Context: an optimization exercise on an open-source flow, tuned for small area. The choices shown serve that exercise and are no tape-out recipe.
Function was checked by simulation only, so behaviour that the tests miss may differ from the original.
The clock port is modelled as an ideal driver, which makes a skipped or thinned clock tree look cheaper than it is; a real chip needs a root buffer or a tree.
Power is estimated from default activity; no workload was simulated.

## exp/tundra
==> flow/design.v <==
`timescale 1ns/100ps
module cpu_mem (
    input  logic               clk,
    input  logic [2:0]         ph,
    input  logic               we,
    input  logic [8-1:0] waddr,
    input  logic [8-1:0] wdata,
    input  logic [4:0]         rring,
    output logic [8-1:0] rdata
);
    logic [2:0]         wpos;
    logic [7:0]         pwe;
    logic [7:0]         pwe_n;
    logic [31:0]        rsel;
    logic [31:0]        rsel_n;
    logic [8-1:0] w_even;
    logic [8-1:0] w_odd;
    logic [8-1:0] head [32];
    assign wpos = waddr[2:0] + ~ph;
    always_comb begin
        for (int p = 0; p < 8; p++) pwe[p] = we && (wpos == 3'(p));
        for (int p = 0; p < 8; p++) pwe_n[p] = !(we && (wpos == 3'(p)));
        for (int i = 0; i < 32; i++) rsel[i] = (waddr[7:3] == 5'(i));
        for (int i = 0; i < 32; i++) rsel_n[i] = (waddr[7:3] != 5'(i));
    end
    assign w_even = ~wdata;
    assign w_odd  =  wdata;
    for (genvar i = 0; i < 32; i++) begin : g_ring
        mem_ring u_ring (
            .clk    (clk),
            .rsel   (rsel[i]),
            .rsel_n (rsel_n[i]),
            .pwe    (pwe),
            .pwe_n  (pwe_n),
            .w_even (w_even),
            .w_odd  (w_odd),
            .head   (head[i])
        );
    end
    assign rdata = head[rring];
endmodule
module mem_ring (
    input  logic               clk,
    input  logic               rsel,
    input  logic               rsel_n,
    input  logic [7:0]         pwe,
    input  logic [7:0]         pwe_n,
    input  logic [8-1:0] w_even,
    input  logic [8-1:0] w_odd,
    output logic [8-1:0] head
);
    logic [8-1:0] q [8];
    for (genvar p = 0; p < 8; p++) begin : g_pos
        logic sel;
        logic hold;
        assign sel  = !(rsel_n || pwe_n[p]);
        assign hold = !(rsel && pwe[p]);
        mem_byte u_byte (
            .clk  (clk),
            .sel  (sel),
            .hold (hold),
            .w    ((p % 2 == 1) ? w_odd : w_even),
            .prev (q[(p + 1) % 8]),
            .q    (q[p])
        );
    end
    assign head = q[0];
endmodule
module mem_byte (
    input  logic               clk,
    input  logic               sel,
    input  logic               hold,
    input  logic [8-1:0] w,
    input  logic [8-1:0] prev,
    output logic [8-1:0] q
);
    always_ff @(posedge clk) begin
        q <= ~((prev | {8{sel}}) & (w | {8{hold}}));
    end
endmodule
`timescale 1ns/100ps
module cpu_top (
    input  logic               clk,
    input  logic               rst,
    input  logic [8-1:0] in_port,
    input  logic               prog_we,
    input  logic [8-1:0] prog_addr,
    input  logic [8-1:0] prog_data,
    output logic               hlt,
    output logic [8-1:0] out_port
);
    logic [2:0]         ph;
    logic [8-1:0] pc;
    logic [8-1:0] ir;
    logic               v;
    logic               hpend;
    logic [2:0]         dc;
    logic [8-1:0] r [4];
    logic [3:0]         op;
    logic [8-1:0] a;
    logic [8-1:0] b;
    logic               run;
    logic               is_ld;
    logic               is_ldm;
    logic               hit;
    logic               ex;
    logic               fetch;
    logic               wr;
    logic [8-1:0] res;
    logic [8-1:0] rdata;
    logic               mwe;
    logic [8-1:0] maddr;
    logic [8-1:0] mdata;
    always_ff @(posedge clk) ph <= ph + 1'b1;
    assign op     = ir[7:4];
    assign a      = r[ir[3:2]];
    assign b      = r[ir[1:0]];
    assign run    = !rst && !hlt && !hpend;
    assign is_ld  = v && op == 4'hA;
    assign is_ldm = v && op == 4'hC;
    assign hit    = is_ld ? (b[2:0] == ph) : (pc[2:0] == ph);
    assign ex     = run && v && (hit || !(is_ld || is_ldm));
    assign fetch  = run && hit && !(is_ld || is_ldm) && (!v || ex);
    assign wr = ex && (op == 4'h1 || op == 4'h2 || op == 4'h3 || op == 4'h4 ||
                       op == 4'h5 || op == 4'h6 || op == 4'h7 || op == 4'h8 ||
                       op == 4'hA || op == 4'hC);
    always_comb begin
        case (op)
            4'h1: res = b;
            4'h2: res = a + b;
            4'h3: res = a - b;
            4'h4: res = a & b;
            4'h5:  res = a | b;
            4'h6: res = ~a;
            4'h7: res = a + 1'b1;
            4'h8:  res = in_port;
            default: res = rdata;
        endcase
    end
    always_ff @(posedge clk) begin
        if (wr) r[ir[3:2]] <= res;
    end
    always_ff @(posedge clk) begin
        if (fetch) ir <= rdata;
    end
    always_ff @(posedge clk) begin
        if (rst) begin
            pc       <= '0;
            v        <= 1'b0;
            hpend    <= 1'b0;
            hlt      <= 1'b0;
            dc       <= '0;
            out_port <= '0;
        end else begin
            if (fetch || (ex && is_ldm)) pc <= pc + 1'b1;
            if (fetch) v <= 1'b1;
            else if (ex) v <= 1'b0;
            if (ex && op == 4'hD) hpend <= 1'b1;
            if (ex && op == 4'h9) out_port <= a;
            if ((pc == '0 && !fetch) || (hpend && !hlt)) dc <= dc + 1'b1;
            if (hpend && dc == 3'd7) hlt <= 1'b1;
        end
    end
    assign mwe   = rst ? prog_we : (ex && op == 4'hB);
    assign maddr = rst ? prog_addr : b;
    assign mdata = rst ? prog_data : a;
    cpu_mem u_mem (
        .clk   (clk),
        .ph    (ph),
        .we    (mwe),
        .waddr (maddr),
        .wdata (mdata),
        .rring (is_ld ? b[7:3] : pc[7:3]),
        .rdata (rdata)
    );
endmodule
Settings: LEC_CHECK=0, CAP_MARGIN=20, CORE_MARGIN=2, CORE_UTILIZATION=70, SLEW_MARGIN=20, SYNTH_HIERARCHICAL=1; clock period 6.0 ns.
standard.sh (not shown) runs the stock make flow with config.mk's settings and CLKGATE_MAP_FILE= SYNTH_SCRIPT=/design/flow/synth_recipe.tcl, a recipe that flattens the netlist after the stock synthesis.
==> flow/flow/run.sh <==
#!/bin/bash
# Standard synthesis; then every combinational cell set to its smallest
# drive strength (placement repair upsizes what needs it); then the standard
# layout from floorplan on, with the clock tree built by flow/cts.tcl in
# place of TritonCTS and the smallest buffer on the ports. Each tool's output goes to its own log here.
set -euo pipefail
export CUSTOM_CTS_LEAF=28
export CUSTOM_CTS_UPPER=6
export CUSTOM_CTS_UPPER_CELL=sky130_fd_sc_hd__clkbuf_4
bash standard.sh synth > synth.log 2>&1
openroad -no_init -exit flow/downsize.tcl > downsize.log 2>&1
bash standard.sh PRE_CTS_TCL="$PWD/flow/cts.tcl" \
    BUFFER_PORTS_ARGS="-buffer_cell sky130_fd_sc_hd__buf_1" finish > layout.log 2>&1
==> flow/flow/cts.tcl <==
# Clock tree built here in place of TritonCTS (sourced as PRE_CTS_TCL, it
# replaces clock_tree_synthesis; ORFS's cts step then legalizes, repairs
# timing and writes the result as usual). The flip-flops are split by
# recursive bisection into compact groups of at most LEAF_FANOUT, each
# driven by one leaf buffer at its centre; the leaf buffers are grouped the
# same way under upper buffers until one root buffer is left, which alone
# loads the clock port.
set ::cts_leaf_fanout  [expr {[info exists ::env(CUSTOM_CTS_LEAF)] ? $::env(CUSTOM_CTS_LEAF) : 28}]
set ::cts_upper_fanout [expr {[info exists ::env(CUSTOM_CTS_UPPER)] ? $::env(CUSTOM_CTS_UPPER) : 6}]
set ::cts_leaf_cell    [expr {[info exists ::env(CUSTOM_CTS_LEAF_CELL)] ? $::env(CUSTOM_CTS_LEAF_CELL) : "sky130_fd_sc_hd__clkbuf_16"}]
set ::cts_upper_cell   [expr {[info exists ::env(CUSTOM_CTS_UPPER_CELL)] ? $::env(CUSTOM_CTS_UPPER_CELL) : "sky130_fd_sc_hd__clkbuf_16"}]
# Leaf groups are also split while their bounding box is wider than this (um)
set ::cts_leaf_span    [expr {[info exists ::env(CUSTOM_CTS_SPAN)] ? $::env(CUSTOM_CTS_SPAN) : 1e9}]

# items: list of {payload x y}; returns a list of groups (lists of items)
proc cts_split {items ngroups} {
    if {$ngroups <= 1 || [llength $items] <= 1} { return [list $items] }
    set xs [lmap i $items {lindex $i 1}]
    set ys [lmap i $items {lindex $i 2}]
    set dx [expr {[tcl::mathfunc::max {*}$xs] - [tcl::mathfunc::min {*}$xs]}]
    set dy [expr {[tcl::mathfunc::max {*}$ys] - [tcl::mathfunc::min {*}$ys]}]
    set idx [expr {$dx >= $dy ? 1 : 2}]
    set sorted [lsort -integer -index $idx $items]
    set g1 [expr {$ngroups / 2}]
    set n [llength $sorted]
    set n1 [expr {int(round(double($n) * $g1 / $ngroups))}]
    return [concat [cts_split [lrange $sorted 0 [expr {$n1 - 1}]] $g1] \
                   [cts_split [lrange $sorted $n1 end] [expr {$ngroups - $g1}]]]
}

proc cts_centre {group} {
    set sx 0; set sy 0
    foreach i $group { set sx [expr {$sx + [lindex $i 1]}]; set sy [expr {$sy + [lindex $i 2]}] }
    set n [llength $group]
    return [list [expr {int($sx / $n)}] [expr {int($sy / $n)}]]
}

# Halve a group until it has at most fanout items and spans at most span
proc cts_split_fit {items fanout span} {
    set xs [lmap i $items {lindex $i 1}]
    set ys [lmap i $items {lindex $i 2}]
    set dbu [[ord::get_db_block] getDbUnitsPerMicron]
    set hp [expr {double([tcl::mathfunc::max {*}$xs] - [tcl::mathfunc::min {*}$xs] +
                         [tcl::mathfunc::max {*}$ys] - [tcl::mathfunc::min {*}$ys]) / $dbu}]
    if {[llength $items] <= $fanout && $hp <= $span} { return [list $items] }
    set out {}
    set ng [expr {max(2, ([llength $items] + $fanout - 1) / $fanout)}]
    foreach g [cts_split $items $ng] { set out [concat $out [cts_split_fit $g $fanout $span]] }
    return $out
}

# Drive each group of iterms from a new buffer at its centre; returns the
# new buffers' input iterms as items.
proc cts_level {items fanout cell tag {span 1e9}} {
    set block [ord::get_db_block]
    set master [[ord::get_db] findMaster $cell]
    set ngroups [expr {([llength $items] + $fanout - 1) / $fanout}]
    set out {}
    set k 0
    set groups [expr {$span < 1e9 ? [cts_split_fit $items $fanout $span] : [cts_split $items $ngroups]}]
    foreach g $groups {
        lassign [cts_centre $g] cx cy
        set name "cts_${tag}_$k"
        set inst [odb::dbInst_create $block $master $name]
        set x [expr {$cx - [$master getWidth] / 2}]
        set y [expr {$cy - [$master getHeight] / 2}]
        $inst setLocation $x $y
        $inst setPlacementStatus PLACED
        set net [odb::dbNet_create $block "${name}_clk"]
        $net setSigType CLOCK
        [$inst findITerm X] connect $net
        foreach i $g {
            set it [lindex $i 0]
            $it disconnect
            $it connect $net
        }
        lappend out [list [$inst findITerm A] $cx $cy]
        incr k
    }
    return $out
}

rename clock_tree_synthesis cts_tritoncts_unused
proc clock_tree_synthesis {args} {
    set block [ord::get_db_block]
    set clk [$block findNet clk]
    set items {}
    foreach it [$clk getITerms] {
        set bb [[$it getInst] getBBox]
        lappend items [list $it [expr {([$bb xMin] + [$bb xMax]) / 2}] [expr {([$bb yMin] + [$bb yMax]) / 2}]]
    }
    puts "custom cts: [llength $items] sinks"
    set items [cts_level $items $::cts_leaf_fanout $::cts_leaf_cell leaf $::cts_leaf_span]
    puts "custom cts: [llength $items] leaf buffers"
    set lvl 0
    while {[llength $items] > 1} {
        set items [cts_level $items $::cts_upper_fanout $::cts_upper_cell "l$lvl"]
        incr lvl
    }
    set root [lindex [lindex $items 0] 0]
    $root disconnect
    $root connect $clk
    $clk setSigType CLOCK
    puts "custom cts: [llength [$clk getITerms]] cell pins on the clock port"
    set_propagated_clock [all_clocks]
}
Other scripts of this flow, unchanged in this note and not shown: flow/flow/downsize.tcl
exp/tundra reached the final stage; the timing, DRC and antenna checks on its layout passed.
Setup changes, exp/tundra to exp/willow
Settings: CORE_UTILIZATION changed from 70 to 55.
-- flow/flow/run.sh --
<<< exp/tundra, line 8
export CUSTOM_CTS_UPPER=6
export CUSTOM_CTS_UPPER_CELL=sky130_fd_sc_hd__clkbuf_4
bash standard.sh synth > synth.log 2>&1
>>> exp/willow, line 8
export CUSTOM_CTS_UPPER=6
bash standard.sh synth > synth.log 2>&1
-- flow/flow/cts.tcl --
<<< exp/tundra, line 10
set ::cts_leaf_cell    [expr {[info exists ::env(CUSTOM_CTS_LEAF_CELL)] ? $::env(CUSTOM_CTS_LEAF_CELL) : "sky130_fd_sc_hd__clkbuf_16"}]
set ::cts_upper_cell   [expr {[info exists ::env(CUSTOM_CTS_UPPER_CELL)] ? $::env(CUSTOM_CTS_UPPER_CELL) : "sky130_fd_sc_hd__clkbuf_16"}]
# Leaf groups are also split while their bounding box is wider than this (um)
>>> exp/willow, line 10
set ::cts_leaf_cell    [expr {[info exists ::env(CUSTOM_CTS_LEAF_CELL)] ? $::env(CUSTOM_CTS_LEAF_CELL) : "sky130_fd_sc_hd__clkbuf_16"}]
set ::cts_upper_cell   sky130_fd_sc_hd__clkbuf_16
# Leaf groups are also split while their bounding box is wider than this (um)
Findings:
- The final layouts of exp/willow and exp/tundra pass the timing, DRC and antenna checks.
- On exp/willow: register-to-register slack is 0.14 ns higher than what exp/tundra gave.
- On exp/willow: fraction of power consumed by the clock network is 1.6 points higher than what exp/tundra gave.
- exp/willow against exp/tundra; internal portion of total power is up by a few percent.
- Final worst hold slack: higher on exp/willow
No run of this note takes its clock network from TritonCTS; it comes from the design's own scripts or RTL.

-- what the ideal ports hide --
No port has a modelled driver above. Below, the same layouts with a new extraction and two added sets of constraints. Step 1: set_driving_cell puts a clkbuf_16 on clk and a buf_2 on each other input, an assumption about the parent block. Step 2, shift: input delay + t, output delay - t, t = (earliest + latest rising clock arrival at the registers) / 2. This alone moves slack from input paths to output paths. a / b / c = ideal / step 1 / step 2; a / b = the first two.
run | t (ns) | setup WS [ns] | worst setup path at the end | slew at the worst register clock pin (ns) | worst slew at a driven data input, ns
exp/tundra | 1.256 | 0.567 / 0.567 / 0.556 | input to register | 0.11 / 0.11 | 0.04
exp/willow | 0.861 | 0.704 / 0.704 / 0.704 | register to register | 0.12 / 0.12 | 0.05
After both steps setup and hold are still met in every run listed. The setup slack of exp/tundra, which loses most, moves by 0.000 ns with the drivers and by -0.011 ns with both steps.
